Context: an optimization exercise on an open-source flow, tuned for small area, a short achievable clock period and few clock cycles. The choices shown serve that exercise and are no tape-out recipe. At most, simulation tests tie the RTL to the original design; equivalence was not proved. No activity file was given, so power comes from the tool's default toggle rates.

## before
## netflow_v5_packet_builder_core
module netflow_v5_packet_builder_core #(
	parameter int unsigned RECORDS_PER_PACKET = 30
) (
	input  logic        clk,
	input  logic        arst_n,
	input  logic        flow_valid,
	output logic        flow_ready,
	input  logic [31:0] flow_src_ip,
	input  logic [31:0] flow_dst_ip,
	input  logic [31:0] flow_packet_count,
	input  logic [31:0] flow_byte_count,
	input  logic [63:0] flow_first_seen,
	input  logic [63:0] flow_last_seen,
	input  logic [15:0] flow_src_port,
	input  logic [15:0] flow_dst_port,
	input  logic [7:0]  flow_tcp_flag_bits,
	input  logic [7:0]  flow_protocol,
	input  logic        flow_end_of_batch,
	output logic        words_valid,
	input  logic        words_ready,
	output logic [8:0]  words_word_index,
	output logic [31:0] words_data_word,
	output logic        words_last_of_packet
);
clock: 10.0 ns
lec_check: 0
cap_margin: 20
core_margin: 2
core_utilization: 55
cts_buf_list: sky130_fd_sc_hd__clkbuf_4 sky130_fd_sc_hd__clkbuf_8
place_density: 0.7
setup_slack_margin: 5
slew_margin: 20
tns_end_percent: 0
standard.sh (not shown) runs the stock make flow with config.mk's settings and CLKGATE_MAP_FILE= SYNTH_SCRIPT=/design/flow/synth_recipe.tcl, a recipe that flattens the netlist after the stock synthesis.
==> flow/flow/run.sh <==
#!/bin/bash
set -euo pipefail
export BUFFER_PORTS_ARGS="-buffer_cell sky130_fd_sc_hd__buf_1"
bash standard.sh SETUP_SLACK_MARGIN=6.5 finish > layout.log 2>&1
before: no failed stages, no open violations at the end
Testbench counts of before, summed over its fixed seeds: cycles 40,362.
### before -> after
--- a/flow/design.v
+++ b/flow/design.v
@@ -186,58 +186,73 @@
 	              ({32{np_q[6] && !c_gt}} & sf) | ({32{np_q[7] || (np_q[6] && c_gt)}} & sl) |
 	              ({32{np_q[8]}} & r_ports) | ({32{np_q[9]}} & {8'h00, r_flags, r_proto, 8'h00}) |
 	              ({32{np_q[12]}} & {16'd5, 11'd0, cnt_q}) | ({32{np_q[13]}} & h_up) |
 	              ({32{np_q[14]}} & h_secs) | ({32{np_q[15]}} & h_ns) | ({32{np_q[16]}} & seq_q);
 	always_ff @(posedge clk or negedge arst_n) begin
 		if (!arst_n) begin
 			fr_q         <= 1'b1;
 			nb_q         <= 1'b0;
+			nclose_q     <= 1'b0;
 			pend_q       <= 1'b0;
+			pend_close_q <= 1'b0;
+			np_q         <= 18'd0;
 			wrap_q       <= 1'b0;
 			ov_q         <= 1'b0;
 			oidx_q       <= 9'd5;
 			k_q          <= '0;
+			fa_ns        <= 1'b0;
+			fb_x4        <= 1'b0;
+			fb_nb        <= 1'b0;
+			fb_q         <= 1'b0;
+			fb_ns        <= 1'b0;
+			lb_x4        <= 1'b0;
+			lb_nb        <= 1'b0;
+			lb_nsf       <= 1'b0;
+			lb_q         <= 1'b0;
+			lb_nqf       <= 1'b0;
 			opn_q        <= 1'b1;
+			cnt_q        <= 5'd0;
+			hcnt_q       <= 5'd0;
 			base_q       <= 32'd0;
 			seq_q        <= 32'd0;
 			seq_c        <= 1'b0;
 		end else begin
 			fr_q         <= fr_n;
 			nb_q         <= nb_n;
+			nclose_q     <= nclose_n;
 			pend_q       <= pend_n;
+			pend_close_q <= pend_close_n;
+			np_q         <= np_n;
 			if (adv) ov_q <= load;
 			seq_c <= 1'b0;
 			if (load) begin
 				oidx_q <= wrap_q ? 9'd0 : oidx_q + 9'd1;
 				wrap_q <= nclose_q && np_q[11];
+				if (np_q[12]) hcnt_q <= cnt_q;
 				if (np_q[16]) {seq_c, seq_q[7:0]} <= {1'b0, seq_q[7:0]} + 9'(hcnt_q);
 			end
 			if (seq_c) seq_q[31:8] <= seq_q[31:8] + 24'd1;
 			k_q   <= k_n;
-			if (take) opn_q <= close_in;
+			fa_ns <= k_n[5] || k_n[7] || k_n[8];
+			fb_x4 <= |k_n[3:1];
+			fb_nb <= k_n[4] && !c_b0;
+			fb_q  <= k_n[6];
+			fb_ns <= k_n[5] || k_n[7] || k_n[8];
+			lb_x4 <= |k_n[3:1];
+			lb_nb <= k_n[4] && !c_b0;
+			lb_nsf <= (k_n[4] && c_b0) || (k_n[7] && !c_b0);
+			lb_q  <= k_n[6];
+			lb_nqf <= k_n[7] && c_b0;
+			if (take) begin
+				opn_q <= close_in;
+				cnt_q <= cnt_in;
+			end
 			if (k_q[6] && c_b0) base_q <= f_sum;
 		end
-	end
-	always_ff @(posedge clk) begin
-		nclose_q     <= nclose_n;
-		pend_close_q <= pend_close_n;
-		np_q         <= np_n;
-		if (load && np_q[12]) hcnt_q <= cnt_q;
-		if (take) cnt_q <= cnt_in;
-		fa_ns  <= k_n[5] || k_n[7] || k_n[8];
-		fb_x4  <= |k_n[3:1];
-		fb_nb  <= k_n[4] && !c_b0;
-		fb_q   <= k_n[6];
-		fb_ns  <= k_n[5] || k_n[7] || k_n[8];
-		lb_x4  <= |k_n[3:1];
-		lb_nb  <= k_n[4] && !c_b0;
-		lb_nsf <= (k_n[4] && c_b0) || (k_n[7] && !c_b0);
-		lb_q   <= k_n[6];
-		lb_nqf <= k_n[7] && c_b0;
 	end
 	always_ff @(posedge clk) begin
 		if (adv) begin
 			od_q    <= word;
 			olast_q <= np_q[17];
 		end
 		if (fr_q) begin
 			r_src   <= flow_src_ip;
Results
- Compared with before, total setup buffers inserted after CTS in after decreased by more than a quarter.
- before → after: number of antenna violations at the first check in global routing decreased by 8 relative to the old numbers, reported max-cap violation count stayed essentially flat.
- Number of cells upsized or downsized after cts in after vs before: down 39
- after ended up with fewer standard cells than before.
- Relative to before, combinational power decreased by 8.0% in after.
- Count of clock-buffer cells in the layout in after is 12% above before.
- Changes observed in after relative to before: clock network power held steady; worst relative slew slack shrank by 2.2 points; maximum frequency shrank by 2.5%.
- Diff before -> after | final weighted congestion of routability-driven global placement | increase of 1.6%
- Re wire length: after and before aren't equal, and the higher value belongs to before.
- In the metrics for after and before, the one carrying the lower worst setup slack after layout is after.
Function not checked in after: the RTL went through the layout flow alone.

re-timing with driven ports:
No port has a modelled driver above. Below, the same layouts with a new extraction and two added sets of constraints. Step 1: set_driving_cell puts a clkbuf_16 on clk and a buf_2 on each other input, an assumption about the parent block. Step 2 moves the port delays by t, midway between the first and last clock arrival at a register: inputs arrive t later, outputs are due t later. That takes back most of the time a late clock gives input paths. a / b / c = ideal / step 1 / step 2; a / b = the first two.
| run | t, ns | setup WS [ns] | slew at the worst register clock pin (ns) | worst data-port slew with drivers (ns) |
|---|---|---|---|---|
| before | 0.746 | 6.285 / 6.285 / 5.616 | 0.07 / 0.07 | 0.12 |
| after | 0.755 | 6.189 / 6.189 / 5.505 | 0.07 / 0.07 | 0.09 |
After both steps every run listed still meets setup and hold. The setup slack of after, which loses most, moves by 0.000 ns with the drivers and by -0.684 ns with both steps.
